Context: an optimization exercise on an open-source flow, tuned for small area, a short achievable clock period and few clock cycles. The choices shown serve that exercise and are no tape-out recipe. The RTL was checked by simulation tests, not by an equivalence proof against the original design. Power figures rest on the tool's default switching activity, not on a simulated workload.

### flow/config.mk
export PLATFORM = sky130hd
export DESIGN_NAME = alu_core
export DESIGN_NICKNAME = alu_core
export VERILOG_FILES = /design/flow/design.v
export SDC_FILE = /design/flow/constraint.sdc
export NUM_CORES = 4
export LEC_CHECK = 0
export ABC_AREA = 1
export CAP_MARGIN = 20
export CORE_MARGIN = 2
export CORE_UTILIZATION = 60
export CTS_BUF_LIST = sky130_fd_sc_hd__clkbuf_8
export PLACE_DENSITY = 0.72
export SLEW_MARGIN = 20
### flow/constraint.sdc
create_clock -name core_clock -period 20.0 [get_ports {clk_i}]
set_input_delay 4.0000 -clock core_clock [delete_from_list [all_inputs] [get_ports {clk_i}]]
set_output_delay 4.0000 -clock core_clock [all_outputs]
set_load 0.01 [all_outputs]
### flow/design.v
package alu_pkg;
    localparam int WORD_W  = 32;
    localparam int SHAMT_W = 5;
    typedef logic [WORD_W-1:0]   word_t;
    typedef logic [2*WORD_W-1:0] dword_t;
    typedef enum logic [4:0] {
        OP_OR    = 5'd0,
        OP_AND   = 5'd1,
        OP_NOR   = 5'd2,
        OP_XOR   = 5'd3,
        OP_SLL   = 5'd4,
        OP_SRL   = 5'd5,
        OP_SRA   = 5'd6,
        OP_ADD   = 5'd7,
        OP_ADDU  = 5'd8,
        OP_SUB   = 5'd9,
        OP_SUBU  = 5'd10,
        OP_SLT   = 5'd11,
        OP_SLTU  = 5'd12,
        OP_CLZ   = 5'd13,
        OP_CLO   = 5'd14,
        OP_MUL   = 5'd15,
        OP_MULT  = 5'd16,
        OP_MULTU = 5'd17,
        OP_MFHI  = 5'd18,
        OP_MFLO  = 5'd19,
        OP_MTHI  = 5'd20,
        OP_MTLO  = 5'd21
    } alu_op_e;
    typedef enum logic [2:0] {
        RES_LOGIC     = 3'd0,
        RES_SHIFT     = 3'd1,
        RES_MOVE      = 3'd2,
        RES_ARITH     = 3'd3,
        RES_MUL       = 3'd4,
        RES_HILO_ONLY = 3'd5
    } res_class_e;
endpackage
package apb_pkg;
    localparam int APB_ADDR_W = 8;
    typedef logic [APB_ADDR_W-1:0] apb_addr_t;
    localparam apb_addr_t ADDR_OPA    = 8'h00;
    localparam apb_addr_t ADDR_OPB    = 8'h04;
    localparam apb_addr_t ADDR_CMD    = 8'h08;
    localparam apb_addr_t ADDR_RESULT = 8'h0C;
    localparam apb_addr_t ADDR_HI     = 8'h10;
    localparam apb_addr_t ADDR_LO     = 8'h14;
    localparam apb_addr_t ADDR_STATUS = 8'h18;
    localparam int STAT_BUSY    = 0;
    localparam int STAT_OVF     = 1;
    localparam int STAT_ILLEGAL = 2;
endpackage
module alu_add #(parameter int W = 32) (
    input  logic [W-1:0] a,
    input  logic [W-1:0] b,
    input  logic         ci,
    output logic [W-1:0] s,
    output logic         co,
    output logic         cm,   
    output logic [W-1:0] p     
);
    logic [W-1:0] g, gp, pp, g2, p2;
    always_comb begin
        p  = a ^ b;
        g  = a & b;
        g[0] = g[0] | (p[0] & ci);
        gp = g;
        pp = p;
        for (int l = 0; (1 << l) < W; l++) begin
            g2 = gp;
            p2 = pp;
            for (int i = 0; i < W; i++) begin
                if ((i >> l) & 1) begin
                    g2[i] = gp[i] | (pp[i] & gp[((i >> l) << l) - 1]);
                    p2[i] = pp[i] & pp[((i >> l) << l) - 1];
                end
            end
            gp = g2;
            pp = p2;
        end
        s  = p ^ {gp[W-2:0], ci};
        co = gp[W-1];
        cm = gp[W-2];
    end
endmodule
module alu_core (
    input  logic               clk_i,
    input  logic               rst_n_i,
    input  apb_pkg::apb_addr_t paddr_i,
    input  logic               psel_i,
    input  logic               penable_i,
    input  logic               pwrite_i,
    input  alu_pkg::word_t     pwdata_i,
    output alu_pkg::word_t     prdata_o,
    output logic               pready_o,
    output logic               pslverr_o
);
    localparam int K     = 4;           
    localparam int NSTEP = 32 / K;
    localparam int W     = K + 33;      
    logic [31:0] opa_q, opb_q, result_q, hi_q, lo_q;
    logic [4:0]  cmd_q;
    logic        ovf_q, ill_q;
    logic        res_v, hi_v, lo_v;
    logic        xfer_q;       
    logic        pready_q;
    logic        err_q;
    logic        wopa_q, wopb_q, wcmd_q;   
    logic        wcls_q;       
    logic [31:0] prdata_q;
    logic        c_sub, c_shl, c_sra, c_clo, c_mul, c_ml, c_ms;
    logic [4:0]  cmd_s;        
    wire         c_lx     = (cmd_s == 5'd0) || (cmd_s == 5'd3);    
    wire         c_lg     = (cmd_s == 5'd0) || (cmd_s == 5'd1);    
    wire         c_ln     = (cmd_s == 5'd2);                       
    wire         c_add    = (cmd_s >= 5'd7) && (cmd_s <= 5'd10);
    wire         c_slt    = (cmd_s == 5'd11) || (cmd_s == 5'd12);
    wire         c_sltu   = (cmd_s == 5'd12);
    wire         c_sh     = (cmd_s >= 5'd4) && (cmd_s <= 5'd6);
    wire         c_lc     = (cmd_s == 5'd13) || (cmd_s == 5'd14);
    wire         c_mfhi   = (cmd_s == 5'd18);
    wire         c_mflo   = (cmd_s == 5'd19);
    wire         c_mthi   = (cmd_s == 5'd20);
    wire         c_mtlo   = (cmd_s == 5'd21);
    wire         c_ovfchk = (cmd_s == 5'd7) || (cmd_s == 5'd9);
    wire         c_ill    = (cmd_s >= 5'd22);
    wire         c_res    = (cmd_s <= 5'd14) || (cmd_s == 5'd18) || (cmd_s == 5'd19);
    logic [3:0]    cnt_q;      
    logic          mlow_q;     
    logic          sgn_q;
    logic          one0_q, two0_q, inv0_q, n0_q, one1_q, two1_q, inv1_q;
    logic          asb_q, asr_q, ash_q;    
    logic          asg_q;                  
    logic          run_q;      
    wire       setup   = psel_i & ~penable_i;
    wire [2:0] ix      = paddr_i[4:2];
    wire       inrange = (paddr_i[7:5] == 3'd0) && (paddr_i[1:0] == 2'd0);
    wire       a_rw    = inrange && (ix <= 3'd2);           
    wire       a_ro    = inrange && (ix >= 3'd3) && (ix <= 3'd6);
    wire       s_err   = ~(a_rw | a_ro) | (pwrite_i & a_ro);
    wire       s_wcls  = pwrite_i ? a_rw : (a_ro && (ix != 3'd6));
    wire [4:0] wc      = pwdata_i[4:0];
    wire complete = xfer_q & pready_q;
    wire launch   = complete & wcmd_q;
    wire [31:0] b_eff = opb_q ^ {32{c_sub}};
    wire [31:0] sum;
    wire        cout;
    wire        ovf   = (opa_q[31] == b_eff[31]) && (sum[31] != opa_q[31]);
    wire        lt    = c_sltu ? ~cout : ((opa_q[31] ^ opb_q[31]) ? opa_q[31] : sum[31]);
    wire [31:0] lx, lg_and;        
    wire [31:0] lg    = ({32{c_lx}} & lx) | ({32{c_lg}} & lg_and) | ({32{c_ln}} & ~(lx | lg_and));
    wire [31:0] lc_in = c_clo ? ~opa_q : opa_q;
    logic [5:0] lc;
    always_comb begin
        lc = 6'd32;
        for (int i = 0; i < 32; i++) if (lc_in[i]) lc = 6'(31 - i);
    end
    logic [31:0] sh_in, sh_out;
    always_comb begin
        for (int i = 0; i < 32; i++) sh_in[i] = c_shl ? opb_q[31 - i] : opb_q[i];
    end
    wire [31:0] sh_r = 32'($signed({c_sra & sh_in[31], sh_in}) >>> opa_q[4:0]);
    always_comb begin
        for (int i = 0; i < 32; i++) sh_out[i] = c_shl ? sh_r[31 - i] : sh_r[i];
    end
    wire [31:0] res_alu = lg
                        | ({32{c_add}} & sum)
                        | {31'd0, c_slt & lt}
                        | ({32{c_sh}} & sh_out)
                        | {26'd0, {6{c_lc}} & lc}
                        | ({32{c_mfhi & hi_v}} & hi_q)
                        | ({32{c_mflo & lo_v}} & lo_q);
    wire cmd_ovf = c_ovfchk & ovf;
    wire          m_start = launch & c_mul;
    wire          m_first = ~run_q;
    wire          m_run   = run_q | m_start;
    wire          m_sgn   = m_first ? c_ms : sgn_q;
    wire          m_low   = m_first ? c_ml : mlow_q;
    wire          m_fix   = (cnt_q == 4'd8);               
    wire          m_last  = m_fix | ((cnt_q == 4'd7) & (m_low | m_sgn));
    function automatic logic [4:0] m_fetch(input logic [31:0] bv, input logic [3:0] j);
        logic [35:0] bx;
        bx = {4'd0, bv};
        m_fetch = {bx[j*4 +: 4], (j == 4'd0) ? 1'b0 : bx[j*4 - 1]};
    endfunction
    wire [3:0]    m_nidx  = m_low ? 4'd6 - cnt_q : cnt_q + 1'b1;
    wire [32:0]   m_a     = {asg_q & opa_q[31], opa_q};
    wire [33:0]   m_pp0   = (({34{one0_q}} & {m_a[32], m_a}) | ({34{two0_q}} & {m_a, 1'b0})) ^ {34{inv0_q}};
    wire [33:0]   m_pp1   = (({34{one1_q}} & {m_a[32], m_a}) | ({34{two1_q}} & {m_a, 1'b0})) ^ {34{inv1_q}};
    wire          m_n0    = n0_q;
    wire          m_n1    = inv1_q;
    localparam int MW = 38;
    wire [MW-1:0] m_acc   = ({MW{asb_q}} & MW'(b_eff))
                          | ({MW{asr_q}} & MW'({result_q[27:0], 4'd0}))
                          | ({MW{ash_q}} & {{(MW-32){hi_q[31]}}, hi_q});
    wire [MW-1:0] m_r0    = {{(MW-34){m_pp0[33]}}, m_pp0};
    wire [MW-1:0] m_r1    = {{(MW-36){m_pp1[33]}}, m_pp1, m_n1, m_n0};
    wire [MW-1:0] m_cx    = m_acc ^ m_r0 ^ m_r1;
    wire [MW-1:0] m_cy    = (m_acc & m_r0) | (m_acc & m_r1) | (m_r0 & m_r1);
    wire [MW-1:0] m_sum;
    wire          m_co, m_cm;
    wire [MW-1:0] m_px;
    alu_add #(.W(MW)) u_madd (.a(m_cx), .b({m_cy[MW-2:0], m_n1}), .ci(m_n1), .s(m_sum), .co(m_co), .cm(m_cm), .p(m_px));
    wire [31:0]   m_shift = {m_sum[3:0], lo_q[31:4]};
    assign sum    = m_sum[31:0];
    assign cout   = m_sum[32];
    assign lx     = m_cx[31:0];
    assign lg_and = m_cy[31:0];
    wire [3:0]    cnt_d   = m_run ? (m_last ? 4'd0 : cnt_q + 1'b1) : 4'd0;
    wire res_we = (launch & c_res & ~cmd_ovf) | (m_run & m_low);
    wire hi_we  = (launch & c_mthi) | (m_run & ~m_low);
    wire lo_we  = (launch & c_mtlo) | (m_run & ~m_low & ~m_fix);
    wire [31:0] res_d = m_run ? m_sum[31:0] : res_alu;
    wire [31:0] hi_d  = m_run ? (m_fix ? m_sum[31:0] : m_sum[35:4]) : opa_q;
    wire [31:0] lo_d  = m_run ? m_shift : opa_q;
    logic [31:0] rd_lo, rd_hi;
    always_comb begin
        case (ix[1:0])
            2'd0: rd_lo = opa_q;
            2'd1: rd_lo = opb_q;
            2'd2: rd_lo = {27'd0, cmd_q};
            default: rd_lo = result_q & {32{res_v}};
        endcase
        case (ix[1:0])
            2'd0: rd_hi = hi_q & {32{hi_v}};
            2'd1: rd_hi = lo_q & {32{lo_v}};
            2'd2: rd_hi = {29'd0, ill_q, ovf_q, 1'b0};
            default: rd_hi = 32'd0;
        endcase
    end
    wire  [31:0] rd_mux = ix[2] ? rd_hi : rd_lo;
    always_ff @(posedge clk_i) begin
        prdata_q <= rd_mux;
        if (res_we) result_q <= res_d;
        if (hi_we)  hi_q     <= hi_d;
        if (lo_we)  lo_q     <= lo_d;
        begin
            logic [4:0] dn, df0, df7, d;
            logic       nmul, nml, nms;
            dn   = m_fetch(opb_q, m_nidx);
            df0  = m_fetch(opb_q, 4'd0);
            df7  = m_fetch(opb_q, 4'd7);
            nmul = (wc >= 5'd15) && (wc <= 5'd17);
            nml  = (wc == 5'd15);
            nms  = (wc == 5'd15) || (wc == 5'd16);
            d    = (cnt_d != 4'd0) ? dn : (nml ? df7 : df0);
            if ((cnt_d != 4'd0) || nmul) begin
                one0_q <= d[1] ^ d[0];
                two0_q <= (d[2] & ~d[1] & ~d[0]) | (~d[2] & d[1] & d[0]);
                inv0_q <= d[2];
                n0_q   <= d[2];
                one1_q <= d[3] ^ d[2];
                two1_q <= (d[4] & ~d[3] & ~d[2]) | (~d[4] & d[3] & d[2]);
                inv1_q <= d[4];
            end else begin
                one0_q <= 1'b1;
                two0_q <= 1'b0;
                inv0_q <= 1'b0;
                n0_q   <= (wc == 5'd9) || (wc == 5'd10) || (wc == 5'd11) || (wc == 5'd12);
                one1_q <= 1'b0;
                two1_q <= 1'b0;
                inv1_q <= 1'b0;
            end
            asb_q <= (cnt_d == 4'd0) & ~nmul;
            asr_q <= (cnt_d != 4'd0) & m_low;
            ash_q <= (cnt_d != 4'd0) & ~m_low;
            asg_q <= (cnt_d != 4'd0) ? m_sgn : (nmul & nms);
        end
        cmd_s  <= wc;
        pready_q <= ~((setup | (xfer_q & ~pready_q)) & s_wcls & run_q);
        err_q  <= s_err;
        wopa_q <= pwrite_i & inrange & (ix == 3'd0);
        wopb_q <= pwrite_i & inrange & (ix == 3'd1);
        wcmd_q <= pwrite_i & inrange & (ix == 3'd2);
        wcls_q <= s_wcls;
        begin
            c_sub    <= (wc == 5'd9) || (wc == 5'd10) || (wc == 5'd11) || (wc == 5'd12);
            c_shl    <= (wc == 5'd4);
            c_sra    <= (wc == 5'd6);
            c_clo    <= (wc == 5'd14);
            c_mul    <= (wc >= 5'd15) && (wc <= 5'd17);
            c_ml     <= (wc == 5'd15);
            c_ms     <= (wc == 5'd15) || (wc == 5'd16);
        end
    end
    always_ff @(posedge clk_i or negedge rst_n_i) begin
        if (!rst_n_i) begin
            opa_q    <= '0;
            opb_q    <= '0;
            cmd_q    <= '0;
            ovf_q    <= 1'b0;
            ill_q    <= 1'b0;
            res_v    <= 1'b0;
            hi_v     <= 1'b0;
            lo_v     <= 1'b0;
            xfer_q   <= 1'b0;
            cnt_q    <= '0;
            run_q    <= 1'b0;
            mlow_q   <= 1'b0;
            sgn_q    <= 1'b0;
        end else begin
            if (setup) begin
                xfer_q <= 1'b1;
            end else if (complete) begin
                xfer_q <= 1'b0;
            end
            if (complete & wopa_q) opa_q <= pwdata_i;
            if (complete & wopb_q) opb_q <= pwdata_i;
            if (res_we) res_v <= 1'b1;
            if (hi_we)  hi_v  <= 1'b1;
            if (lo_we)  lo_v  <= 1'b1;
            if (launch) begin
                cmd_q <= cmd_s;
                ovf_q <= cmd_ovf;
                ill_q <= c_ill;
            end
            cnt_q <= cnt_d;
            run_q <= (cnt_d != '0);
            if (m_start) begin
                mlow_q <= c_ml;
                sgn_q  <= c_ms;
            end
        end
    end
    assign prdata_o  = prdata_q;
    assign pready_o  = pready_q;
    assign pslverr_o = err_q;
endmodule
### flow/flow/run.sh
#!/bin/bash
# The standard layout (standard.sh), with timing repair aimed at a
# shorter achieved period, port buffers of a plain buffer cell, and the
# resizer free to pick any equivalent cell.
set -euo pipefail
bash standard.sh \
    SETUP_SLACK_MARGIN=14.8 \
    MATCH_CELL_FOOTPRINT=0 \
    "BUFFER_PORTS_ARGS=-buffer_cell sky130_fd_sc_hd__buf_4" \
    finish > standard_flow.log 2>&1
### flow/standard.sh
#!/bin/bash
# synth_recipe.tcl (not shown) runs the flow's synth.tcl, then flattens the netlist and writes it again
# the make line also repeats each setting of config.mk as NAME=value (left out here)
make -C /OpenROAD-flow-scripts/flow DESIGN_CONFIG=/design/flow/config.mk WORK_HOME=/design/flow/orfs CLKGATE_MAP_FILE= SYNTH_SCRIPT=/design/flow/synth_recipe.tcl "${@:-finish}"
==> results of run 1 <==
registers in the layout (all words and copies together), names as in the netlist, 4 cells and up:
signal    count
hi_q         32
lo_q         32
opa_q        32
opb_q        32
prdata_q     32
result_q     32
cmd_q         5
cmd_s         5
cnt_q         4
through the flow:
| stage | instance area (µm²) | std cells | power, mW |
|---|---|---|---|
| after detailed placement | 19300 | 2857 | 0.918 |
| after floorplan | 18600 | 2507 | 0.792 |
| after global routing | 21000 | 2977 | 1.48 |
| after global placement | 19300 | 2857 | 0.909 |
| after CTS | 20600 | 2961 | 1.40 |
| final | 21000 | 2977 | 1.44 |
repair_timing:
item | 4_1_cts | 5_1_grt
gates cloned | 2 | 4
resized for setup | 49 | 56
buffers inserted | 22 | 11
setup endpoints to repair | 83 | 48
pin swaps | 2 | 13
worst register-to-register path, delay by kind of cell, from the launching register on:
kind | cells | cell delay (ns)
adder cells (fa/ha/maj) | 3 | 1.36
AO/OA/AOI/OAI | 7 | 1.20
AND/OR/NAND/NOR | 13 | 0.98
buffers and inverters | 4 | 0.60
flip-flops | 1 | 0.40
XOR/XNOR | 1 | 0.21
cells in the mapped netlist, types with 40 or more instances:
cell type / number
nand2_1: 574
o21ai_0: 339
inv_1: 272
clkbuf_1: 127
o22ai_1: 115
a21oi_1: 113
nor2_1: 107
edfxtp_1: 96
xor2_1: 88
dfrtp_1: 82
nand3_1: 73
dfxtp_1: 60
xnor2_1: 45
fa_1: 40
per-layer routing:
layer / vias to the layer above / GRT usage (%) / routed length, µm
met5: - / 0 / 22
met4: 4 / 35.2 / 8140
met3: 528 / 17.3 / 14200
met2: 1950 / 71.8 / 33800
met1: 9378 / 65.0 / 29100
li1: 8724 / - / -
power by group:
group,total [mW],leakage (nW),switching [mW],internal [mW]
Combinational,0.413,6.63,0.275,0.138
Sequential,0.538,2.23,0.0167,0.521
Clock,0.486,0.511,0.237,0.249
Total,1.44,9.37,0.529,0.907
worst paths after layout:
kind | startpoint | endpoint | slack [ns]
worst max-delay path | prdata_q[28] | prdata_o[28] | 14.74
worst min-delay path | lo_v | lo_v | 0.48
worst max register to register | inv0_q | result_q[0] | 14.99
worst min register to register | lo_v | lo_v | 0.48
max in group asynchronous | rst_n_i | opa_q[3] | 15.96
min in group asynchronous | rst_n_i | opa_q[21] | 3.43
kinds of logic (layout without fill, tap and decap cells):
group,count (synthesis),after routing
AOI/OAI and AO/OA,762,762
xor gates and xnor gates,134,134
DFF,238,238
muxes,38,38
buffers and inverters,440,514
and+or+nand+nor,816,816
adders and majority gates,79,79
cell type report:
type,count,area [µm²],share of cell area (%)
flip-flops and latches,238,6170,29.4
repair inverters,2,16.3,0.0775
clock buffers,48,661,3.15
clock inverters,32,206,0.983
inverters,283,1160,5.51
well taps,396,495,2.36
repair buffers,149,1400,6.66
multi-input cells,1829,10900,51.9
==> impl_metrics.ini, run 1 <==
[placement]
dp_slack_ns = 13.47
hpwl_um = 58100
place.gp.congestion = 1.07
port_buffers = 78

[synth]
muxShareOfSynthArea_pct = 2.06
synthAdderAreaFrac_pct = 6.95
synth_ff_type = edfxtp_1
synth_area_leader_cell = edfxtp_1
avgSynthCellArea_um2 = 7.40
yosysWarnings = 2
synth_compound_area_share_pct = 24.7
async_flop_share_pct = 34.5
synth_cell_types = 59
netlist_area_um2 = 18500
synth_xor_area_share_pct = 6.37
synth_nets = 2631
synth_area_leaders = edfxtp_1 16%, nand2_1 12%, dfrtp_1 11%
synth_top_family_by_area = compound AO/OA/AOI/OAI gates
ys_seq_area_share_pct = 33.1
yosys.area_share.simple_pct = 17.8
synth_edf_count = 96
syn_inst = 2507
ys_ff_latch = 238
netlist.area_leader.share_pct = 15.5

[clock_network]
cts_num_sinks = 238
cts_root_buffer = clkbuf_8
insertion_delay_ns = 0.65
clockBufferDepth = 3
path_clk_slew_ns = 0.06
cts_tree = built
cts_hold_buf = 0
htreeDepth = 2
cts_buffers = 43

[floorplanning]
core_area_um2 = 30500
dieArea_um2 = 32300
ioPinCount = 79
initial_utilization_pct = 60.8
die-height_um = 180
rows = 64
die_w_um = 180

[sta]
finalHoldViolations = 0
fmax_mhz = 190
period_share_pct = 26.3
rsz0062_at_grt = false
hold_ws_ns = 0.481
fin_tns_setup_ns = 0
relSlewSlack_pct = 24.7
fin_ws_ns = 14.74
drv_slew = 0
min_period_ns = 5.26
tightestPinTransition_ns = 1.13
setup_viol = 0
skew_ns = 0.0233

[critical_path]
path_cells = buf_4
cpLargestDelayFamily = flip-flops
path_max_fanout = 1
slowest_delay_ns = 0.43
worstSetupPathType = reg -> out
r2r_cells = 28
end_kind = primary output
worst_ep_required_time_ns = 16.00
worst-path-stages = 1
cp_slowest_cell = dfxtp_1
path_buf_inv = 1
worstPathArrival_ns = 1.26
crit_path_start_kind = register

[global_route]
antenna_found_initial = 3
grt.overflow.total = 0
grt_max_degree = 98
grt_pass1_wl_um = 122000
grt_pass1_vias = 19022
grt.total_usage_pct = 50.7

[job]
drv_cap = 0

[routing]
wl_um = 85300
wl_per_cell_um = 28.7
via_count = 20584
drc_errors = 0
dr.pass1.iters = 10
drt_iter0_markers = 3860
ant_nets = 0
vias_per_cell = 6.91

[cells_and_area]
final_util_pct = 68.8
diodes = 0
area_growth_pct = 13.2
layout_common_cells = 571 x nand2_1, 337 x o21ai_0, 277 x inv_1
layout_commonest_cell = nand2_1
drive_gt1_share_pct = 11.7
fill_cells = 2546
fin_nets = 2670

[min_path]
hold_class = reg -> reg
min_delay_path_depth = 1

[power_and_ir_drop]
power.density_nw_per_um2 = 68.4
p_leak_nw = 9.37
ir_drop_mv = 0.0578

[run_status]
status = complete, no violations
Testbench counts, summed over its fixed seeds: cycles 156,718.
==> run 2, diff against run 1 <==
==> flow/flow/run.sh (replaced) <==
#!/bin/bash
# The standard layout (standard.sh), with timing repair aimed at a
# shorter achieved period, port buffers of a plain buffer cell, and the
# resizer free to pick any equivalent cell.
set -euo pipefail
bash standard.sh \
    SETUP_SLACK_MARGIN=15.1 \
    MATCH_CELL_FOOTPRINT=0 \
    "BUFFER_PORTS_ARGS=-buffer_cell sky130_fd_sc_hd__buf_2" \
    finish > standard_flow.log 2>&1
==> run 2 against run 1 <==
Compared with the run above: via count up 1.7%; register-to-register slack gained 0.03 ns; still clean on timing, DRC and antenna; worst hold slack lost 0.0040 ns; critical path depth is the same; sequential power about the same; first-iteration DRC count increased by 4.2%; clock skew increased by 0.010 ns; synthesized area stayed put; critical endpoint is now prdata_o[27]; largest power group is now clock.
==> impl_metrics.ini, run 2 <==
[power_and_ir_drop]
p_leak_nw = 9.59
power_mw = 1.51
power.density_nw_per_um2 = 70.0
ir_drop_mv = 0.0658

[clock_network]
cts_tree = built
clockBufferDepth = 3
htreeDepth = 2
path_clk_slew_ns = 0.06
cts_num_sinks = 238
cts_root_buffer = clkbuf_8
insertion_delay_ns = 0.62
cts_buffers = 45

[routing]
drt_iter0_markers = 4024
via_count = 20941
dr.pass1.iters = 9
wl_um = 85700
vias_per_cell = 6.93
ant_nets = 0
drc_errors = 0
wl_per_cell_um = 28.4

[placement]
port_buffers = 78
hpwl_um = 56800
place.gp.congestion = 1.10
dp_slack_ns = 13.40
post_dp_cell_area_um2 = 19200

[synth]
yosysWarnings = 2
synth_area_leaders = edfxtp_1 16%, nand2_1 12%, dfrtp_1 11%
synth_area_leader_cell = edfxtp_1
async_flop_share_pct = 34.5
synth_commonest_cells = 574 x nand2_1, 339 x o21ai_0, 272 x inv_1
synth_ff_type = edfxtp_1
synth_edf_count = 96
yosysMostFrequentCell = nand2_1
ys_ff_latch = 238
synth_nets = 2631
synth_cell_types = 59
ys_seq_area_share_pct = 33.1
syn_inst = 2507
netlist.area_leader.share_pct = 15.5
avgSynthCellArea_um2 = 7.40
netlist_area_um2 = 18500

[cells_and_area]
layout_common_cells = 567 x nand2_1, 330 x o21ai_0, 261 x inv_1
final_cell_area_um2 = 21600
multi_input_comb_area_um2 = 11000
drive_gt1_share_pct = 15.6
fill_cells = 2532
layout_commonest_cell = nand2_1
ff_latch_area_um2 = 6230
fin_nets = 2709
area_growth_pct = 16.6

[global_route]
grt.total_usage_pct = 51.1
grtUsageMet2_pct = 70.4
grt_pass1_vias = 19296
top_usage_layer = met2
grt_pass1_wl_um = 124000
antenna_found_initial = 4
grtUsageMet3_pct = 20.2
grt_max_degree = 98
grt.overflow.total = 0
grtUsageMet1_pct = 64.8

[job]
drv_cap = 0

[critical_path]
crit_path_start_kind = register
path_buf_inv = 1
end_kind = primary output
cp_slowest_cell = dfxtp_4
worstSetupPathType = reg -> out
cpLargestDelayFamily = flip-flops
path_cells = buf_6
ff2ff_setup_slack_ns = 15.02
path_max_fanout = 1
worst_ep_required_time_ns = 16.00
worstPathArrival_ns = 1.10
slowest_delay_ns = 0.37

[sta]
fin_ws_ns = 14.90
drv_slew = 0
setup_viol = 0
period_share_pct = 25.5
skew_ns = 0.0333
hold_ws_ns = 0.477
finalHoldViolations = 0
min_period_ns = 5.10
relSlewSlack_pct = 30.9
fin_tns_setup_ns = 0
tightestPinTransition_ns = 1.03
rsz0062_at_grt = true
fmax_mhz = 196

[floorplanning]
initial_utilization_pct = 60.8
core_area_um2 = 30500
die-height_um = 180
rows = 64
ioPinCount = 79
dieArea_um2 = 32300
die_w_um = 180

[min_path]
hold_class = reg -> reg

[run_status]
status = complete, no violations
-- run 2: cell counts after synthesis --
Identical to the previous run, type by type.
-- run 2: where the power goes --
group	internal (mW)	switching (mW)
registers	0.522	0.0170
clock network	0.294	0.248
logic	0.148	0.286
-- run 2: stage by stage --
step	instances	utilization, %
after CTS	2982	69.0
after global routing	3018	70.8
after detailed placement	2858	63.0
after floorplan	2507	-
after global placement	2858	63.0
final	3020	70.9
-- run 2: routing by layer --
layer / vias up / part of all wire, % / wire, µm
li1: 8801 / - / -
met2: 2082 / 39 / 33100
met4: 6 / 10 / 8530
met5: - / 0.19 / 163
met1: 9492 / 33 / 28600
met3: 560 / 18 / 15300
-- run 2: kinds of logic (layout without fill, tap and decap cells) --
group,Yosys count,in the layout,synth area share [%]
DFF,238,238,33.1
AOI/OAI and AO/OA,762,762,24.7
other,0,2,0
adders and majority gates,79,79,6.95
xor gates and xnor gates,134,134,6.37
and+or+nand+nor,816,816,17.8
muxes,38,38,2.06
buffers and inverters,440,555,9.04
-- run 2: what timing repair did --
| action | 4_1_cts | 5_1_grt |
|---|---|---|
| resized for setup | 145 | 75 |
| buffers inserted | 32 | 31 |
| hold buffers | 0 | 0 |
| endpoints found under the setup margin | 139 | 111 |
| cloned | 8 | 5 |
| pin swaps | 9 | 18 |
-- run 2: area by class of cell --
cell class / count / share of cell area [%]
clock inverter: 32 / 1.26
timing repair inverter: 7 / 0.266
sequential: 238 / 28.8
inverter: 283 / 5.46
clock buffer: 52 / 3.31
tap: 396 / 2.29
multi-input combinational: 1829 / 50.9
timing repair buffer: 181 / 7.64
antenna: 2 / 0.0231
-- run 2: final timing paths --
kind | from | endpoint | cells after the start
worst max-delay path | prdata_q[27] | prdata_o[27] | 1
worst min-delay path | lo_v | lo_v | 1
worst max register to register | opb_q[5] | result_q[0] | 25
worst min register to register | lo_v | lo_v | 1
max in group asynchronous | rst_n_i | opa_q[4] | 2
min in group asynchronous | rst_n_i | cnt_q[0] | 1
==> run 3, diff against run 2 <==
--- a/flow/config.mk
+++ b/flow/config.mk
@@ -10,5 +10,7 @@
 export CORE_MARGIN = 2
 export CORE_UTILIZATION = 60
 export CTS_BUF_LIST = sky130_fd_sc_hd__clkbuf_8
+export CTS_CLUSTER_DIAMETER = 80
+export CTS_CLUSTER_SIZE = 12
 export PLACE_DENSITY = 0.72
 export SLEW_MARGIN = 20
==> run 3 against run 2 <==
Compared with the run above: sequential power about the same; synthesized area unchanged; die area unchanged; clock skew up 0.011 ns; combinational power down 0.9%.
==> impl_metrics.ini, run 3 <==
[run_status]
status = complete, no violations

[routing]
wl_per_cell_um = 28.5
vias_per_cell = 6.96
drc_errors = 0
via_count = 20786
drt_iter0_markers = 4042
wl_um = 85100
dr.pass1.iters = 12
ant_nets = 0

[cells_and_area]
area_growth_pct = 13.8
fill_cells = 2586
drive_gt1_share_pct = 14.2
layout_common_cells = 568 x nand2_1, 333 x o21ai_0, 267 x inv_1
final_cell_area_um2 = 21100
layout_commonest_cell = nand2_1
fin_nets = 2691

[synth]
avgSynthCellArea_um2 = 7.40
synth_cell_types = 59
async_flop_share_pct = 34.5
syn_inst = 2507
synth_xor_area_share_pct = 6.37
yosysMostFrequentCell = nand2_1
synth_edf_count = 96
synth_area_leaders = edfxtp_1 16%, nand2_1 12%, dfrtp_1 11%
synth_area_leader_cell = edfxtp_1
yosysWarnings = 2
synth_top_family_by_area = compound AO/OA/AOI/OAI gates
netlist_area_um2 = 18500
yosys.area_share.simple_pct = 17.8
synth_compound_area_share_pct = 24.7
muxShareOfSynthArea_pct = 2.06
synthAdderAreaFrac_pct = 6.95
synth_commonest_cells = 574 x nand2_1, 339 x o21ai_0, 272 x inv_1
ys_seq_area_share_pct = 33.1
synth_nets = 2631
netlist.area_leader.share_pct = 15.5
synth_ff_type = edfxtp_1
ys_ff_latch = 238

[floorplanning]
die-height_um = 180
core_area_um2 = 30500
die_w_um = 180
rows = 64
initial_utilization_pct = 60.8
dieArea_um2 = 32300
ioPinCount = 79

[critical_path]
path_max_fanout = 1
cp_slowest_cell = dfxtp_2
worst_ep_required_time_ns = 16.00
worstSetupPathType = reg -> out
path_cells = buf_6
crit_path_start_kind = register
ff2ff_setup_slack_ns = 14.97
r2r-start = opa_q[1]
path_buf_inv = 1
cpLargestDelayFamily = flip-flops
r2r-end = result_q[0]
r2r_cells = 28
worstPathArrival_ns = 1.15
end_kind = primary output
slowest_delay_ns = 0.39

[sta]
relSlewSlack_pct = 30.4
min_period_ns = 5.15
setup_viol = 0
drv_slew = 0
fmax_mhz = 194
rsz0062_at_grt = true
tightestPinTransition_ns = 1.04
fin_ws_ns = 14.85
skew_ns = 0.0443
finalHoldViolations = 0
hold_ws_ns = 0.490
fin_tns_setup_ns = 0
period_share_pct = 25.7

[placement]
post_dp_cell_area_um2 = 19200
hpwl_um = 56800
dp_slack_ns = 13.40
place.gp.congestion = 1.10
port_buffers = 78

[clock_network]
cts_buffers = 25
cts_hold_buf = 0
path_clk_slew_ns = 0.10
clockBufferDepth = 3
insertion_delay_ns = 0.65
cts_tree = built
cts_root_buffer = clkbuf_8
htreeDepth = 1
cts_num_sinks = 238

[power_and_ir_drop]
power_mw = 1.30
ir_drop_mv = 0.0675
p_leak_nw = 9.35
power.density_nw_per_um2 = 61.4

[min_path]
hold_class = reg -> reg
min_delay_path_depth = 1
min_to = lo_v
min_from = lo_v

[global_route]
antenna_found_initial = 7
grt_pass1_wl_um = 122000
grt.overflow.total = 0
grt.total_usage_pct = 50.4
grt_pass1_vias = 18982
grt_max_degree = 98

[job]
drv_cap = 0
==> run 3: cell counts after synthesis <==
No cell type changed its count.
==> run 3: how the worst max path moves through the flow <==
stage / start / endpoint / slack, ns / cells after the start
finish: prdata_q[20] / prdata_o[20] / 14.85 / 1
global route: c_sub / result_q[0] / 14.83 / 29
CTS: prdata_q[27] / prdata_o[27] / 14.87 / 1
detailed placement: paddr_i[2] / prdata_q[16] / 13.40 / 10
global placement: paddr_i[2] / prdata_q[14] / 13.52 / 10
floorplan: pwdata_i[4] / two1_q / 15.03 / 9
==> run 3: per-layer routing <==
layer / track usage [%] / routed length [µm] / up-vias
li1: - / - / 8741
met1: 64.5 / 29000 / 9425
met2: 69.1 / 33200 / 2088
met3: 19.3 / 14600 / 526
met4: 36.4 / 8300 / 6
met5: 0 / 41 / -
==> run 3: logic make-up after synthesis <==
kind of cell / Yosys count
AOI/OAI and AO/OA: 762
xor gates and xnor gates: 134
adders and majority gates: 79
buffers and inverters: 440
DFF: 238
muxes: 38
and+or+nand+nor: 816
==> run 3: what timing repair did <==
item                       in CTS  in global routing
pin swaps                       9                 17
buffers inserted               29                 38
gates resized for setup       146                 68
setup endpoints to repair     139                114
gates cloned                    8                  3
==> run 3: layout make-up <==
cell class / instances / area [µm²] / area share [%]
clock inverters: 18 / 90.1 / 0.427
repair inverters: 5 / 40.0 / 0.190
well taps: 396 / 495 / 2.35
flip-flops and latches: 238 / 6230 / 29.5
inverters: 283 / 1180 / 5.60
clock buffers: 27 / 372 / 1.76
multi-input cells: 1829 / 11000 / 52.1
repair buffers: 185 / 1680 / 7.97
diodes: 5 / 12.5 / 0.0593
==> run 3: where the power goes <==
group / internal (mW) / switching [mW] / total, mW
Combinational: 0.146 / 0.283 / 0.429
Clock: 0.127 / 0.201 / 0.329
Sequential: 0.521 / 0.0168 / 0.538
==> run 3: metrics by stage <==
step                std cells  util (%)
global placement         2858      63.0
floorplan                2507         -
detailed placement       2858      63.0
global route             2981      69.1
finish                   2986      69.2
CTS                      2940      67.2
==> run 4, diff against run 3 <==
--- a/flow/flow/run.sh
+++ b/flow/flow/run.sh
@@ -4,7 +4,7 @@
 # resizer free to pick any equivalent cell.
 set -euo pipefail
 bash standard.sh \
-    SETUP_SLACK_MARGIN=15.1 \
+    SETUP_SLACK_MARGIN=14.6 \
     MATCH_CELL_FOOTPRINT=0 \
     "BUFFER_PORTS_ARGS=-buffer_cell sky130_fd_sc_hd__buf_2" \
     finish > standard_flow.log 2>&1
==> run 4 against run 3 <==
Compared with the run above: via count down 2.0%; still clean on timing, DRC and antenna; largest cell class unchanged; register-to-register slack worse by 0.45 ns; critical path depth up 27; sequential share of layout area up 1.2 points; count of clock-buffer cells in the layout down 3; combinational power down 6.8%; clock skew up 0.018 ns; synthesized area unchanged; clock power about the same; fmax down 6.0%.
==> impl_metrics.ini, run 4 <==
[job]
drv_cap = 0

[critical_path]
r2r_cells = 28
end_kind = register
cp_slowest_cell = fa_1
slowest_delay_ns = 0.63
cpMostUsedCell = nand2_1
crit_path_start_kind = register
worstSetupPathType = reg -> reg
worst_ep_required_time_ns = 20.41
worstPathArrival_ns = 5.89
path_max_fanout = 19

[cells_and_area]
final_util_pct = 65.7
layout_commonest_cell = nand2_1
area_growth_pct = 8.15
layout_common_cells = 571 x nand2_1, 338 x o21ai_0, 281 x inv_1
drive_gt1_share_pct = 9.26
fin_nets = 2644

[synth]
netlist.area_leader.share_pct = 15.5
synth_area_leaders = edfxtp_1 16%, nand2_1 12%, dfrtp_1 11%
netlist_area_um2 = 18500
yosysWarnings = 2
synth_edf_count = 96
synth_nets = 2631
syn_inst = 2507
avgSynthCellArea_um2 = 7.40
synth_commonest_cells = 574 x nand2_1, 339 x o21ai_0, 272 x inv_1
synth_ff_type = edfxtp_1
async_flop_share_pct = 34.5
ys_seq_area_share_pct = 33.1
yosysMostFrequentCell = nand2_1
synth_cell_types = 59
ys_ff_latch = 238
synth_area_leader_cell = edfxtp_1

[floorplanning]
ioPinCount = 79
initial_utilization_pct = 60.8
die-height_um = 180
dieArea_um2 = 32300
core_area_um2 = 30500
die_w_um = 180
rows = 64

[min_path]
hold_class = reg -> reg
min_delay_path_depth = 1

[global_route]
grt_max_degree = 98
grt_pass1_vias = 18519
antenna_found_initial = 1
grt.total_usage_pct = 49.4
grt.overflow.total = 0
grt_pass1_wl_um = 120000

[sta]
tightestPinTransition_ns = 1.04
fin_tns_setup_ns = 0
drv_slew = 0
period_share_pct = 27.4
rsz0062_at_grt = true
relSlewSlack_pct = 30.3
setup_viol = 0
finalHoldViolations = 0
skew_ns = 0.0623
fmax_mhz = 182
hold_ws_ns = 0.486
min_period_ns = 5.48

[power_and_ir_drop]
ir_drop_mv = 0.0535
p_leak_nw = 9.00
power.density_nw_per_um2 = 63.1

[placement]
port_buffers = 78
place.gp.congestion = 1.09
hpwl_um = 57500

[clock_network]
htreeDepth = 1
cts_tree = built
insertion_delay_ns = 0.66
path_clk_slew_ns = 0.10
clockBufferDepth = 3
cts_num_sinks = 238
cts_buffers = 24
cts_hold_buf = 0
cts_root_buffer = clkbuf_8

[routing]
wl_per_cell_um = 28.2
dr.pass1.iters = 10
ant_nets = 0
drc_errors = 0
drt_iter0_markers = 3489
vias_per_cell = 6.94
wl_um = 82700
via_count = 20363

[run_status]
status = complete, no violations
-- run 4: cell types whose count changed in the layout (fill, tap and decap cells not counted), moves of 5 or more --
| cell | before | now |
|---|---|---|
| buf_12 | 12 | 5 |
| buf_2 | 44 | 76 |
| buf_4 | 83 | 51 |
| buf_6 | 36 | 4 |
| clkbuf_16 | 6 | 1 |
| dfrtp_1 | 67 | 77 |
| dfrtp_2 | 11 | 2 |
| dfxtp_1 | 23 | 57 |
| dfxtp_2 | 29 | 3 |
| dfxtp_4 | 8 | 0 |
| inv_1 | 267 | 281 |
| o21ai_0 | 333 | 338 |
-- run 4: cells by family after synthesis --
| logic type | Yosys count | synth area share [%] |
|---|---|---|
| adders and majority gates | 79 | 6.95 |
| muxes | 38 | 2.06 |
| AOI/OAI and AO/OA | 762 | 24.7 |
| DFF | 238 | 33.1 |
| xor gates and xnor gates | 134 | 6.37 |
| and+or+nand+nor | 816 | 17.8 |
| buffers and inverters | 440 | 9.04 |
-- run 4: final timing paths --
check	startpoint	end	slack, ns
hold / removal	hi_v	hi_v	0.49
max in group asynchronous	rst_n_i	opa_q[1]	15.59
setup reg to reg	ash_q	result_q[0]	14.52
hold reg to reg	hi_v	hi_v	0.49
min in group asynchronous	rst_n_i	lo_v	3.31
setup / recovery	ash_q	result_q[0]	14.52
-- run 4: timing repair --
action,in CTS,in global routing
setup endpoints to repair,71,62
pin swaps,3,2
buffers inserted,7,18
gates cloned,3,2
gates resized for setup,36,20
-- run 4: layout make-up --
cell class / count / area [µm²]
multi-input combinational: 1830 / 10800
fill: 2738 / 10500
sequential: 238 / 6150
inverter: 283 / 1130
timing repair buffer: 140 / 962
tap: 396 / 495
clock buffer: 24 / 330
clock inverter: 19 / 115
timing repair inverter: 3 / 20.0
antenna: 3 / 7.51
-- run 4: routing by layer --
| metal | global-route usage [%] | part of all wire (%) | vias up |
|---|---|---|---|
| met1 | 64.7 | 35 | 9420 |
| met2 | 69.5 | 39 | 1833 |
| li1 | - | - | 8657 |
| met3 | 15.6 | 16 | 453 |
| met4 | 34.3 | 9.3 | 0 |
| met5 | 0 | 0 | - |
-- run 4: stage by stage --
stage	power (mW)	instance area, µm²	setup WS [ns]	instances
2_1_floorplan	0.792	18500	14.68	2507
3_3_place_gp	0.904	19200	12.94	2860
3_5_place_dp	0.914	19200	12.77	2860
4_1_cts	1.23	19800	14.60	2913
5_1_grt	1.30	20000	14.38	2933
6_report	1.27	20100	14.52	2936
-- run 4: critical path: cells and delay by family (launching register included) --
kind,cells,cell delay (ns)
flops,1,0.32
fa+ha+maj,3,1.47
simple gates,14,1.05
compound gates,7,1.31
buf+inv,4,1.02
-- run 4: where the power goes --
group | switching (mW) | total [mW] | leakage [nW] | internal (mW)
sequential | 0.0162 | 0.537 | 2.23 | 0.520
clock | 0.202 | 0.329 | 0.283 | 0.127
combinational | 0.273 | 0.400 | 6.48 | 0.127
==> run 5, diff against run 4 <==
--- a/flow/flow/run.sh
+++ b/flow/flow/run.sh
@@ -4,7 +4,7 @@
 # resizer free to pick any equivalent cell.
 set -euo pipefail
 bash standard.sh \
-    SETUP_SLACK_MARGIN=14.6 \
+    SETUP_SLACK_MARGIN=14.8 \
     MATCH_CELL_FOOTPRINT=0 \
     "BUFFER_PORTS_ARGS=-buffer_cell sky130_fd_sc_hd__buf_2" \
     finish > standard_flow.log 2>&1
==> run 5 against run 4 <==
Compared with the run above: wire length rose by 0.15%; sequential power barely moved; sequential share of layout area fell by 0.40 points; first-iteration DRC count rose by 17%; synthesized area did not move; design area rose by 1.5%; fmax rose by 5.1%; combinational power rose by 3%; core utilization rose by 0.96 points; die area did not move; global-route usage barely moved.
==> impl_metrics.ini, run 5 <==
[clock_network]
cts_tree = built
cts_root_buffer = clkbuf_8
cts_hold_buf = 0
insertion_delay_ns = 0.62
htreeDepth = 1
cts_buffers = 24
clockBufferDepth = 3
cts_num_sinks = 238
path_clk_slew_ns = 0.10

[cells_and_area]
area_growth_pct = 9.72
diodes = 0
layout_common_cells = 572 x nand2_1, 337 x o21ai_0, 280 x inv_1
final_cell_area_um2 = 20300
layout_commonest_cell = nand2_1
fin_nets = 2665
fin_cells = 2955
drive_gt1_share_pct = 10.4

[critical_path]
worstSetupPathType = in -> reg
r2r-end = result_q[0]
worst_ep_required_time_ns = 20.54
worstPathArrival_ns = 5.75
path_cells = buf_2 -> nand2_1 -> inv_1 -> nand2_1 -> inv_1 -> a221oi_1 -> a21oi_1
slowest_delay_ns = 0.77
r2r-start = opb_q[5]
path_max_fanout = 21
r2r_cells = 25
ff2ff_setup_slack_ns = 14.93
cp_slowest_cell = inv_1
end_kind = register
crit_path_start_kind = input port

[sta]
tightestPinTransition_ns = 1.17
fmax_mhz = 192
fin_tns_setup_ns = 0
fin_ws_ns = 14.79
drv_slew = 0
relSlewSlack_pct = 21.8
finalHoldViolations = 0
rsz0062_at_grt = true
period_share_pct = 26.1
skew_ns = 0.0429
min_period_ns = 5.21
setup_viol = 0

[placement]
dp_slack_ns = 13.45
port_buffers = 78
post_dp_cell_area_um2 = 19200
place.gp.congestion = 1.06
dp_cells = 2858
hpwl_um = 57600

[floorplanning]
rows = 64
die-height_um = 180
initial_utilization_pct = 60.8
core_area_um2 = 30500
dieArea_um2 = 32300
ioPinCount = 79
die_w_um = 180

[routing]
vias_per_cell = 6.82
wl_um = 82800
drc_errors = 0
ant_nets = 0
drt_iter0_markers = 4074
via_count = 20150
wl_per_cell_um = 28.0
dr.pass1.iters = 8

[synth]
yosysMostFrequentCell = nand2_1
synth_area_leader_cell = edfxtp_1
synth_nets = 2631
yosys.area_share.simple_pct = 17.8
synth_area_leaders = edfxtp_1 16%, nand2_1 12%, dfrtp_1 11%
async_flop_share_pct = 34.5
synth_edf_count = 96
yosysWarnings = 2
netlist_area_um2 = 18500
synth_xor_area_share_pct = 6.37
synth_compound_area_share_pct = 24.7
synth_commonest_cells = 574 x nand2_1, 339 x o21ai_0, 272 x inv_1
ys_seq_area_share_pct = 33.1
avgSynthCellArea_um2 = 7.40
synth_cell_types = 59
ys_ff_latch = 238
syn_inst = 2507
muxShareOfSynthArea_pct = 2.06
synthAdderAreaFrac_pct = 6.95
netlist.area_leader.share_pct = 15.5
synth_ff_type = edfxtp_1
synth_top_family_by_area = compound AO/OA/AOI/OAI gates

[power_and_ir_drop]
p_leak_nw = 9.12
ir_drop_mv = 0.0623
power.density_nw_per_um2 = 61.8
power_mw = 1.26

[global_route]
grt_pass1_vias = 18198
grt.total_usage_pct = 49.4
grt_max_degree = 98
grt.overflow.total = 0
antenna_found_initial = 8
grt_pass1_wl_um = 119000

[min_path]
min_to = hi_v
min_from = hi_v
min_delay_path_depth = 1
hold_class = reg -> reg

[run_status]
status = complete, no violations

[job]
drv_cap = 0
[run 5: cell counts after synthesis]
Identical to the previous run, type by type.
[run 5: final cells by class]
cell class,count,area (µm²)
multi-input cells,1829,10900
fillers,2691,10200
flip-flops and latches,238,6160
repair buffers,163,1230
inverters,283,1140
well taps,396,495
clock buffers,25,344
clock inverters,19,81.3
repair inverters,2,15.0
[run 5: cell families after synthesis]
family | count (synthesis)
and+or+nand+nor | 816
AOI/OAI and AO/OA | 762
buffers and inverters | 440
DFF | 238
xor gates and xnor gates | 134
adders and majority gates | 79
muxes | 38
[run 5: metrics by stage]
step	util, %	hold WS (ns)
6_report	66.7	0.479
5_1_grt	66.7	0.495
4_1_cts	65.4	0.479
3_5_place_dp	62.8	0.458
3_3_place_gp	62.8	0.454
2_1_floorplan	-	0.440
[run 5: repair_timing]
item | in CTS | in global routing
gates cloned | 4 | 3
buffers inserted | 17 | 29
endpoints found under the setup margin | 83 | 56
hold endpoints to repair | 0 | 0
gates resized for setup | 53 | 29
pin swaps | 4 | 5
[run 5: worst max-delay path: cells and delay by family]
family	cells	cell delay, ns
AOI/OAI and AO/OA	2	0.47
and+or+nand+nor	2	0.18
buffers and inverters	3	1.09
[run 5: power breakdown]
group	switching, mW	internal, mW
combinational	0.274	0.138
clock	0.192	0.117
sequential	0.0158	0.520
total	0.481	0.776
[run 5: routing by layer]
metal  up-vias  part of all wire [%]  GRT usage, %
li1       8689                     -             -
met1      9191                    35          64.2
met2      1778                    40          69.8
met3       480                    16          16.3
met4        12                   9.2          33.1
met5         -                  0.16          1.48
[run 5: how the worst max path moves through the flow]
stage,endpoint,slack (ns),startpoint,cells after the start
2_1_floorplan,result_q[0],14.81,opa_q[1],31
3_3_place_gp,prdata_q[14],13.65,paddr_i[3],8
3_5_place_dp,prdata_q[9],13.45,paddr_i[3],8
4_1_cts,result_q[0],14.72,ash_q,27
5_1_grt,result_q[0],14.67,c_sub,28
6_report,prdata_q[21],14.79,paddr_i[2],7
==> run 6, diff against run 5 <==
--- a/flow/config.mk
+++ b/flow/config.mk
@@ -8,9 +8,9 @@
 export ABC_AREA = 1
 export CAP_MARGIN = 20
 export CORE_MARGIN = 2
-export CORE_UTILIZATION = 60
+export CORE_UTILIZATION = 68
 export CTS_BUF_LIST = sky130_fd_sc_hd__clkbuf_8
 export CTS_CLUSTER_DIAMETER = 80
 export CTS_CLUSTER_SIZE = 12
-export PLACE_DENSITY = 0.72
+export PLACE_DENSITY = 0.78
 export SLEW_MARGIN = 20
==> run 6 against run 5 <==
Compared with the run above: count of clock-buffer cells in the layout down 2; power down 1.4%; combinational power down 3%; synthesized area unchanged; fmax down 1.4%; clock power down 3%; non-clock buffer count down 24; largest power group unchanged.
==> impl_metrics.ini, run 6 <==
[run_status]
status = complete, no violations

[floorplanning]
rows = 60
initial_utilization_pct = 69.0
ioPinCount = 79
core_area_um2 = 26900
die-height_um = 169
dieArea_um2 = 28600
die_w_um = 169

[cells_and_area]
layout_common_cells = 572 x nand2_1, 338 x o21ai_0, 283 x inv_1
final_util_pct = 74.3
fill_cells = 2110
fin_nets = 2643
fin_cells = 2879
ff_latch_area_um2 = 6160
final_cell_area_um2 = 20000
area_growth_pct = 7.70
drive_gt1_share_pct = 9.23
layout_commonest_cell = nand2_1
multi_input_comb_area_um2 = 10900

[global_route]
grt_max_degree = 98
grt_pass1_vias = 19027
grt.overflow.total = 0
antenna_found_initial = 5
grt.total_usage_pct = 55.9
grt_pass1_wl_um = 118000

[critical_path]
crit_path_start_kind = register
worstPathArrival_ns = 5.64
cpMostUsedCell = nand2_1
slowest_delay_ns = 0.55
cp_slowest_cell = fa_1
path_max_fanout = 24
worstSetupPathType = reg -> reg
worst_ep_required_time_ns = 20.36
end_kind = register

[placement]
port_buffers = 78
post_dp_cell_area_um2 = 19100
place.gp.congestion = 1.16
dp_slack_ns = 13.09
dp_cells = 2803
hpwl_um = 57000

[synth]
synth_xor_area_share_pct = 6.37
synth_cell_types = 59
ys_ff_latch = 238
yosysMostFrequentCell = nand2_1
netlist.area_leader.share_pct = 15.5
yosys.area_share.simple_pct = 17.8
synth_commonest_cells = 574 x nand2_1, 339 x o21ai_0, 272 x inv_1
yosysWarnings = 2
synth_nets = 2631
synth_area_leaders = edfxtp_1 16%, nand2_1 12%, dfrtp_1 11%
synth_compound_area_share_pct = 24.7
async_flop_share_pct = 34.5
netlist_area_um2 = 18500
synth_top_family_by_area = compound AO/OA/AOI/OAI gates
avgSynthCellArea_um2 = 7.40
synth_ff_type = edfxtp_1
syn_inst = 2507
muxShareOfSynthArea_pct = 2.06
synth_area_leader_cell = edfxtp_1
ys_seq_area_share_pct = 33.1
synthAdderAreaFrac_pct = 6.95
synth_edf_count = 96

[power_and_ir_drop]
ir_drop_mv = 0.0786
power.density_nw_per_um2 = 62.0
p_leak_nw = 8.98
power_mw = 1.24

[sta]
period_share_pct = 26.4
hold_ws_ns = 0.465
fmax_mhz = 189
setup_viol = 0
fin_ws_ns = 14.72
relSlewSlack_pct = 33.0
finalHoldViolations = 0
rsz0062_at_grt = true
skew_ns = 0.0483
drv_slew = 0
min_period_ns = 5.29
tightestPinTransition_ns = 1.00
fin_tns_setup_ns = 0

[clock_network]
clockBufferDepth = 3
path_clk_slew_ns = 0.10
cts_num_sinks = 238
cts_tree = built
cts_buffers = 23
cts_root_buffer = clkbuf_8
htreeDepth = 1
insertion_delay_ns = 0.65
cts_hold_buf = 0

[routing]
wl_um = 81200
wl_per_cell_um = 28.2
dr.pass1.iters = 9
via_count = 20744
ant_nets = 0
vias_per_cell = 7.21
drt_iter0_markers = 4134
drc_errors = 0

[job]
drv_cap = 0

[min_path]
hold_class = reg -> reg
## run 6: changes by cell type in the layout (fill, tap and decap cells not counted), sizes merged, moves of 2 or more
cell,previous run,this run
inv,288,292
clkbuf,31,26
diode,0,2
buf,157,136
## run 6: cell families after synthesis
group,Yosys count
simple gates,816
fa+ha+maj,79
buf+inv,440
xor+xnor,134
flops,238
mux,38
compound gates,762
## run 6: worst max-delay path: cells and delay by family, from the launching register on
| kind | cells | cell delay, ns |
|---|---|---|
| flops | 1 | 0.36 |
| compound gates | 6 | 1.18 |
| fa+ha+maj | 3 | 1.26 |
| simple gates | 14 | 1.06 |
| buf+inv | 5 | 0.90 |
| xor+xnor | 1 | 0.23 |
## run 6: layout make-up
type                       count  share of cell area (%)
inverter                     283                    5.63
multi-input combinational   1830                    54.4
antenna                        2                  0.0251
sequential                   238                    30.8
clock buffer                  23                    1.59
timing repair buffer         139                    4.85
clock inverter                19                   0.395
timing repair inverter         4                   0.157
tap                          341                    2.14
## run 6: worst paths after layout
kind | cells after the start | from | slack [ns] | end
worst max register to register | 29 | inv0_q | 14.72 | result_q[0]
worst min-delay path | 2 | result_q[31] | 0.47 | prdata_q[31]
min in group asynchronous | 1 | rst_n_i | 3.42 | opa_q[21]
max in group asynchronous | 1 | rst_n_i | 15.98 | opa_q[4]
worst max-delay path | 29 | inv0_q | 14.72 | result_q[0]
worst min register to register | 2 | result_q[31] | 0.47 | prdata_q[31]
## run 6: report_power, final
group	switching, mW	internal [mW]	total [mW]
logic	0.271	0.131	0.401
clock network	0.192	0.108	0.300
registers	0.0172	0.520	0.537
total	0.480	0.759	1.24
## run 6: layer usage
layer	global-route usage [%]	vias to the layer above	part of all wire, %
met4	45.3	6	11
li1	-	8654	-
met3	23.2	632	18
met1	67.6	9305	32
met5	2.26	-	0.085
met2	77.8	2147	39
## run 6: timing repair
action,CTS,global route
buffers inserted,16,9
gates cloned,7,0
pin swaps,7,4
setup endpoints to repair,70,71
gates resized for setup,50,17

==> separate check: timing with driven ports <==
In the flow no input, the clock included, has a driving cell. The finished layouts below were timed again as built, in two steps.
Step 1, drivers: a clkbuf_16 drives clk_i and a buf_2 each remaining input, both assumed.
Step 2 adds t to the input delays and takes it off the output delays; t is the mean of the earliest and latest rising clock arrival at the registers after step 1. Input paths then give back, and output paths get back, about the clock's delay inside the block.
Three values: no drivers, after step 1, after step 2; two values: the first two.
run | shift t [ns] | slack for setup (ns) | latest minus earliest clock arrival (ns) | worst slew at a driven data input, ns | cell pins on the clock port's net
run 1 | 0.694 | 14.744 / 14.694 / 14.083 | 0.024 / 0.023 | 0.05 | 1
run 2 | 0.659 | 14.897 / 14.845 / 14.426 | 0.034 / 0.034 | 0.07 | 1
run 3 | 0.679 | 14.851 / 14.800 / 14.458 | 0.044 / 0.045 | 0.07 | 1
run 4 | 0.679 | 14.520 / 14.520 / 14.037 | 0.063 / 0.063 | 0.06 | 1
run 5 | 0.651 | 14.788 / 14.763 / 14.116 | 0.043 / 0.043 | 0.07 | 1
run 6 | 0.672 | 14.715 / 14.702 / 14.177 | 0.048 / 0.048 | 0.07 | 1
After both steps every run listed still meets setup and hold. For run 5, which loses most, drivers alone change the setup slack by -0.025 ns; drivers and shift together by -0.672 ns.
